Background: an optimization exercise with open tools, aiming at small area, a short achievable clock period and few clock cycles. Do not read the settings as production practice.
Only simulation tests tie the RTL to the original design; equivalence was not proved.

==> v11: inputs <==
## euler_step
module euler_step
#(
  parameter int N    = fixed_pkg::N_DEF,
  parameter int AXES = fixed_pkg::AXES_DEF
) (
  input  logic              clk,
  input  logic              rst_n,
  input  logic              in_valid,
  output logic              in_ready,
  input  logic [N*AXES-1:0] in_pos,
  input  logic [N*AXES-1:0] in_vel,
  input  logic [N*AXES-1:0] in_acc,
  input  logic [N-1:0]      in_dt,
  output logic              out_valid,
  input  logic              out_ready,
  output logic [N*AXES-1:0] out_pos,
  output logic [N*AXES-1:0] out_vel,
  output logic [31:0]       step_cnt
);
export LEC_CHECK = 0
export ABC_CLOCK_PERIOD_IN_PS = 5000
export CAP_MARGIN = 20
export CORE_MARGIN = 2
export CORE_UTILIZATION = 40
export CTS_CLUSTER_DIAMETER = 100
export CTS_CLUSTER_SIZE = 30
export SLEW_MARGIN = 20
export SYNTH_HIERARCHICAL = 1
create_clock -name core_clock -period 20.0 [get_ports {clk}]
standard.sh (not shown) runs the stock make flow with config.mk's settings and CLKGATE_MAP_FILE= SYNTH_SCRIPT=/design/flow/synth_recipe.tcl, a recipe that flattens the netlist after the stock synthesis.
==> flow/flow/run.sh <==
#!/bin/bash
# Standard ORFS layout (the standard.sh, unchanged synthesis), but with timing repair
# aimed at a tighter setup target: SETUP_SLACK_MARGIN asks repair_timing for that much
# slack at the design's own clock and constraints (constraint.sdc is not changed).
set -euo pipefail
MARGIN=$(cat flow/margin.txt)
bash standard.sh SETUP_SLACK_MARGIN=$MARGIN TNS_END_PERCENT=100 finish > run_make.log 2>&1
==> flow/flow/margin.txt <==
14.5
==> v10: changes against v11 <==
--- a/flow/config.mk
+++ b/flow/config.mk
@@ -10,6 +10,4 @@
 export CORE_MARGIN = 2
 export CORE_UTILIZATION = 40
-export CTS_CLUSTER_DIAMETER = 100
-export CTS_CLUSTER_SIZE = 30
 export SLEW_MARGIN = 20
 export SYNTH_HIERARCHICAL = 1
==> results.txt <==
- Between v11 and v10, the lower via count is in v11 (gap about 1%, measured against v10).
- In v11 the clock-buffer cell count is lower than in v10, by 127.
- Against v10, the cell count of v11 is smaller by about 1.2%.
- In register-to-register slack, v11 and v10 hardly differ.
- Area after synthesis is the same in v11 and v10.
Testbench counts of v11, summed over its fixed seeds: cycles 4,128.
Testbench counts of v10, summed over its fixed seeds: cycles 4,128.

---

==> maple: inputs <==
euler_step, a different RTL version from the one above (not shown whole).
==> module euler_axis, before the edit <==
module euler_axis (
  input  logic        clk,
  input  logic        s0_load,    
  input  logic        go,         
  input  logic        push,       
  input  logic        out_load,   
  input  logic        from_skid,  
  input  logic [31:0] in_pos,
  input  logic [31:0] in_vel,
  input  logic [31:0] in_acc,
  input  logic [31:0] in_dt,
  output logic [31:0] out_pos,
  output logic [31:0] out_vel
);
  logic [15:0] one_in, two_in, neg_in;
  logic [15:0] one0, two0, neg0, one1, two1, neg1;
  logic [31:0] s0_pos, s0_vel, s0_acc;
  logic [31:0] t1_pos, t1_vel;
  logic [31:0] sk_pos, sk_vel;
  logic [31:0] o_pos, o_vel;
  logic [31:0] v_new, p_new;
  euler_booth_enc u_enc (.b(in_dt), .one(one_in), .two(two_in), .neg(neg_in));
  euler_mac u_mac1 (.a(s0_acc), .one(one0), .two(two0), .neg(neg0), .c(s0_vel), .y(v_new));
  euler_mac u_mac2 (.a(t1_vel), .one(one1), .two(two1), .neg(neg1), .c(t1_pos), .y(p_new));
  always_ff @(posedge clk) begin
    if (s0_load) begin
      one0   <= one_in;
      two0   <= two_in;
      neg0   <= neg_in;
      s0_pos <= in_pos;
      s0_vel <= in_vel;
      s0_acc <= in_acc;
    end
    if (go) begin
      one1   <= one0;
      two1   <= two0;
      neg1   <= neg0;
      t1_pos <= s0_pos;
      t1_vel <= v_new;
    end
    if (push) begin
      sk_pos <= p_new;
      sk_vel <= t1_vel;
    end
    if (out_load) begin
      o_pos <= from_skid ? sk_pos : p_new;
      o_vel <= from_skid ? sk_vel : t1_vel;
    end
  end
  assign out_pos = o_pos;
  assign out_vel = o_vel;
endmodule
==> module euler_step, before the edit <==
module euler_step
#(
  parameter int N    = fixed_pkg::N_DEF,
  parameter int AXES = fixed_pkg::AXES_DEF
) (
  input  logic              clk,
  input  logic              rst_n,
  input  logic              in_valid,
  output logic              in_ready,
  input  logic [N*AXES-1:0] in_pos,
  input  logic [N*AXES-1:0] in_vel,
  input  logic [N*AXES-1:0] in_acc,
  input  logic [N-1:0]      in_dt,
  output logic              out_valid,
  input  logic              out_ready,
  output logic [N*AXES-1:0] out_pos,
  output logic [N*AXES-1:0] out_vel,
  output logic [31:0]       step_cnt
);
  logic        go_q, rdy_q;
  logic        s0_valid, t1_valid, o_valid, sk_valid;
  logic [31:0] cnt_q;
  wire s0_load  = go_q || !s0_valid;
  wire push     = go_q && t1_valid;
  wire pop      = o_valid && out_ready;
  wire out_load = !o_valid || out_ready;
  wire o_valid_d  = out_load ? (sk_valid || push) : 1'b1;
  wire sk_valid_d = out_load ? (sk_valid && push) : (sk_valid || push);
  always_ff @(posedge clk or negedge rst_n) begin
    if (!rst_n) begin
      go_q     <= 1'b0;
      rdy_q    <= 1'b0;
      s0_valid <= 1'b0;
      t1_valid <= 1'b0;
      o_valid  <= 1'b0;
      sk_valid <= 1'b0;
      cnt_q    <= '0;
    end else begin
      if (s0_load) s0_valid <= in_valid;
      if (go_q) begin
        t1_valid <= s0_valid;
      end
      o_valid  <= o_valid_d;
      sk_valid <= sk_valid_d;
      go_q     <= !(o_valid_d && sk_valid_d);
      rdy_q    <= !(o_valid_d && sk_valid_d) || !(s0_load ? in_valid : s0_valid);
      if (pop) cnt_q <= cnt_q + 32'd1;
    end
  end
  assign in_ready  = rdy_q;
  assign out_valid = o_valid;
  assign step_cnt  = cnt_q;
  for (genvar i = 0; i < AXES; i++) begin : g_axis
    euler_axis u_axis (
      .clk       (clk),
      .s0_load   (s0_load),
      .go        (go_q),
      .push      (push),
      .out_load  (out_load),
      .from_skid (sk_valid),
      .in_pos    (in_pos[i*N +: N]),
      .in_vel    (in_vel[i*N +: N]),
      .in_acc    (in_acc[i*N +: N]),
      .in_dt     (in_dt),
      .out_pos   (out_pos[i*N +: N]),
      .out_vel   (out_vel[i*N +: N])
    );
  end
endmodule
Settings: LEC_CHECK=0, ABC_CLOCK_PERIOD_IN_PS=5000, CAP_MARGIN=20, CORE_MARGIN=2, CORE_UTILIZATION=40, SLEW_MARGIN=20, SYNTH_HIERARCHICAL=1; clock period 20.0 ns.
Scripts as last shown in full above: flow/flow/run.sh, flow/flow/margin.txt
==> inputs of pepper, as changes to maple <==
--- a/flow/design.v
+++ b/flow/design.v
@@ -2905,8 +2905,14 @@
   logic [31:0] t1_pos, t1_vel;
+  logic [31:0] t2_vel, t2_p0, t2_p1;
+  logic        t2_pc;
   logic [31:0] sk_pos, sk_vel;
   logic [31:0] o_pos, o_vel;
-  logic [31:0] v_new, p_new;
+  logic [31:0] v_new, p0_new, p1_new;
+  logic        pc_new;
   euler_booth_enc u_enc (.b(in_dt), .one(one_in), .two(two_in), .neg(neg_in));
-  euler_mac u_mac1 (.a(s0_acc), .one(one0), .two(two0), .neg(neg0), .c(s0_vel), .y(v_new));
-  euler_mac u_mac2 (.a(t1_vel), .one(one1), .two(two1), .neg(neg1), .c(t1_pos), .y(p_new));
+  euler_mac    u_mac1 (.a(s0_acc), .one(one0), .two(two0), .neg(neg0), .c(s0_vel), .y(v_new));
+  euler_mac_cs u_mac2 (.a(t1_vel), .one(one1), .two(two1), .neg(neg1), .c(t1_pos),
+                       .hi0(p0_new), .hi1(p1_new), .cy(pc_new));
+  wire [32:0] p_sum = {t2_p0, 1'b1} + {t2_p1, t2_pc};
+  wire [31:0] p_new = p_sum[32:1];
   always_ff @(posedge clk) begin
@@ -2926,2 +2932,6 @@
       t1_vel <= v_new;
+      t2_vel <= t1_vel;
+      t2_p0  <= p0_new;
+      t2_p1  <= p1_new;
+      t2_pc  <= pc_new;
     end
@@ -2929,3 +2939,3 @@
       sk_pos <= p_new;
-      sk_vel <= t1_vel;
+      sk_vel <= t2_vel;
     end
@@ -2933,3 +2943,3 @@
       o_pos <= from_skid ? sk_pos : p_new;
-      o_vel <= from_skid ? sk_vel : t1_vel;
+      o_vel <= from_skid ? sk_vel : t2_vel;
     end
@@ -2959,6 +2969,6 @@
   logic        go_q, rdy_q;
-  logic        s0_valid, t1_valid, o_valid, sk_valid;
+  logic        s0_valid, t1_valid, t2_valid, o_valid, sk_valid;
   logic [31:0] cnt_q;
   wire s0_load  = go_q || !s0_valid;
-  wire push     = go_q && t1_valid;
+  wire push     = go_q && t2_valid;
   wire pop      = o_valid && out_ready;
@@ -2973,2 +2983,3 @@
       t1_valid <= 1'b0;
+      t2_valid <= 1'b0;
       o_valid  <= 1'b0;
@@ -2980,2 +2991,3 @@
         t1_valid <= s0_valid;
+        t2_valid <= t1_valid;
       end
==> results.txt <==
Utilization: pepper is lower than maple (4.4 points).
Clock skew: maple is higher than pepper (43 ps).
Of pepper and maple, pepper has the higher sequential cell count (gap 292).
Of pepper and maple, pepper has the higher synthesized cell count (gap 3.2%, measured against maple).
Global-route usage: maple is higher than pepper (3.7 points).
Register-to-register slack: maple is worse than pepper (490 ps).
In maple the routed wire length is larger than in pepper, by 7.9%.
Testbench counts of maple, summed over its fixed seeds: cycles 4,120.
Testbench counts of pepper, summed over its fixed seeds: cycles 4,128.

---

==> v37 <==
Another version of the RTL of euler_step (not shown whole).
Settings: LEC_CHECK=0, CAP_MARGIN=20, CORE_MARGIN=2, CORE_UTILIZATION=40, SLEW_MARGIN=20, SYNTH_HIERARCHICAL=1; clock period 20.0 ns.
Scripts as last shown in full above: flow/flow/run.sh, flow/flow/margin.txt
==> inputs of v33, as changes to v37 <==
==> flow/flow/margin.txt (replaced) <==
15.0
==> inputs of v30, as changes to v37 <==
- CORE_UTILIZATION: 40 -> 55
==> impl_metrics.env <==
export IMPL_status="no timing/DRC/antenna violations"
export IMPL_multiInputGateArea_um2=118000
export IMPL_met2_length_mm=264.0
export IMPL_wirelength_met1_mm=239.3
export IMPL_core_rowCount=241
export IMPL_grt_use_total_pct=27.19
export IMPL_signal_buffers=1155
(the above is from v37)
==> impl_metrics.env <==
export IMPL_grt_use_total_pct=27.72
export IMPL_die_x_um=662.8
export IMPL_core_rowCount=241
export IMPL_multiInputGateArea_um2=120200
export IMPL_met2_length_mm=273.6
export IMPL_wirelength_met1_mm=243.4
export IMPL_status="no timing/DRC/antenna violations"
export IMPL_signal_buffers=1310
export IMPL_io_pins=550
(the above is from v33)
==> impl_metrics.env <==
export IMPL_muxShareOfSynthArea_pct=1.338
export IMPL_multi_input_area_share_pct=62.66
export IMPL_critPathMaxStageDelay_ns=0.60
export IMPL_signal_buffers=1162
export IMPL_core_rowCount=206
export IMPL_crit_path_end_kind="register"
export IMPL_status="no timing/DRC/antenna violations"
export IMPL_diodes=7
export IMPL_drc_errors=0
export IMPL_fin_crit_sh_pct=29.41
export IMPL_grt_use_total_pct=38.52
export IMPL_wirelength_met1_mm=235.7
(the above is from v30)
Testbench counts of v37, summed over its fixed seeds: cycles 4,128.
Testbench counts of v33, summed over its fixed seeds: cycles 4,128.
Testbench counts of v30, summed over its fixed seeds: cycles 4,128.

---

==> run a <==
Starting RTL as in the previous note.
## euler_step
module euler_step
#(
  parameter int N    = fixed_pkg::N_DEF,
  parameter int AXES = fixed_pkg::AXES_DEF
) (
  input  logic              clk,
  input  logic              rst_n,
  input  logic              in_valid,
  output logic              in_ready,
  input  logic [N*AXES-1:0] in_pos,
  input  logic [N*AXES-1:0] in_vel,
  input  logic [N*AXES-1:0] in_acc,
  input  logic [N-1:0]      in_dt,
  output logic              out_valid,
  input  logic              out_ready,
  output logic [N*AXES-1:0] out_pos,
  output logic [N*AXES-1:0] out_vel,
  output logic [31:0]       step_cnt
);
export LEC_CHECK = 0
export CAP_MARGIN = 20
export CORE_MARGIN = 2
export CORE_UTILIZATION = 55
export SLEW_MARGIN = 20
export SYNTH_HIERARCHICAL = 1
create_clock -name core_clock -period 20.0 [get_ports {clk}]
==> flow/flow/margin.txt <==
15.0
Scripts as last shown in full above: flow/flow/run.sh
==> run b: changes against run a <==
==> flow/flow/margin.txt (replaced) <==
14.0
--- a/flow/config.mk
+++ b/flow/config.mk
@@ -9,3 +9,3 @@
 export CORE_MARGIN = 2
-export CORE_UTILIZATION = 55
+export CORE_UTILIZATION = 40
 export SLEW_MARGIN = 20
==> flow_metrics.tcl <==
set metrics [dict create \
    dp_cells 18679 \
    status "no timing/DRC/antenna violations" \
    initial_core_util 0.402 \
    die_area_sq_mm 0.439 \
    hold_ws_ns 0.402 \
    fin_crit_sh 0.299 \
]
# the run above: run b

==> flow_metrics.tcl <==
set metrics [dict create \
    yosys-top-cells-area "fa_1 30%, edfxtp_1 27%, xnor2_1 14%, a22oi_1 11%, ha_1 3.6%" \
    dp_cells 17107 \
    initial_core_util 0.552 \
    syn_area_per_cell_sq_um 12.4 \
    status "failed layout checks" \
    ys_async_sr_fraction 0.0246 \
    slew_viol_final 35 \
    cts_tree "built" \
    die_area_sq_mm 0.320 \
    violatedChecks "slew limit" \
    relSlewSlack -0.104 \
]
# the run above: run a

Testbench counts of run a, summed over its fixed seeds: cycles 4,128.
Testbench counts of run b, summed over its fixed seeds: cycles 4,128.

## port drivers added, routing unchanged
The results above use ideal ports. As a check the final layouts listed here were re-extracted and re-timed, cells and wires unchanged.
Step 1 sets driving cells, clkbuf_16 on the clock port and buf_2 on the other inputs (assumed; they add their load-dependent delay and slew).
Step 2 also shifts input and output timing later by t, the mid clock arrival at the registers, as if the neighbouring blocks saw the same clock.
Three values: ideal ports, drivers, drivers and shift; two values: the first two.
| run | shift t [ns] | setup slack, ns | hold slack, ns | worst setup path after step 2 | pins driven straight from the clock port |
|---|---|---|---|---|---|
| v11 | 1.004 | 14.037 / 14.037 / 13.639 | 0.418 / 0.418 / 0.418 | input to register | 1 |
| v10 | 1.014 | 14.044 / 14.044 / 13.828 | 0.370 / 0.370 / 0.370 | input to register | 1 |
| maple | 1.028 | 13.500 / 13.500 / 13.500 | 0.387 / 0.387 / 0.387 | register to register | 1 |
| pepper | 1.022 | 13.990 / 13.990 / 13.697 | 0.407 / 0.407 / 0.407 | input to register | 1 |
| v37 | 1.053 | 14.162 / 14.072 / 13.655 | 0.402 / 0.402 / 0.402 | input to register | 1 |
| v33 | 1.051 | 14.116 / 14.077 / 14.116 | 0.403 / 0.403 / 0.403 | register to register | 1 |
| v30 | 1.023 | 14.118 / 14.118 / 13.712 | 0.395 / 0.395 / 0.395 | input to register | 1 |
| run a | 1.025 | 14.036 / 14.036 / 14.036 | 0.398 / 0.398 / 0.398 | register to register | 1 |
| run b | 1.049 | 14.027 / 13.945 / 13.216 | 0.402 / 0.402 / 0.402 | input to register | 1 |
For run b, which loses most, drivers alone change the setup slack by -0.082 ns; drivers and shift together by -0.811 ns.
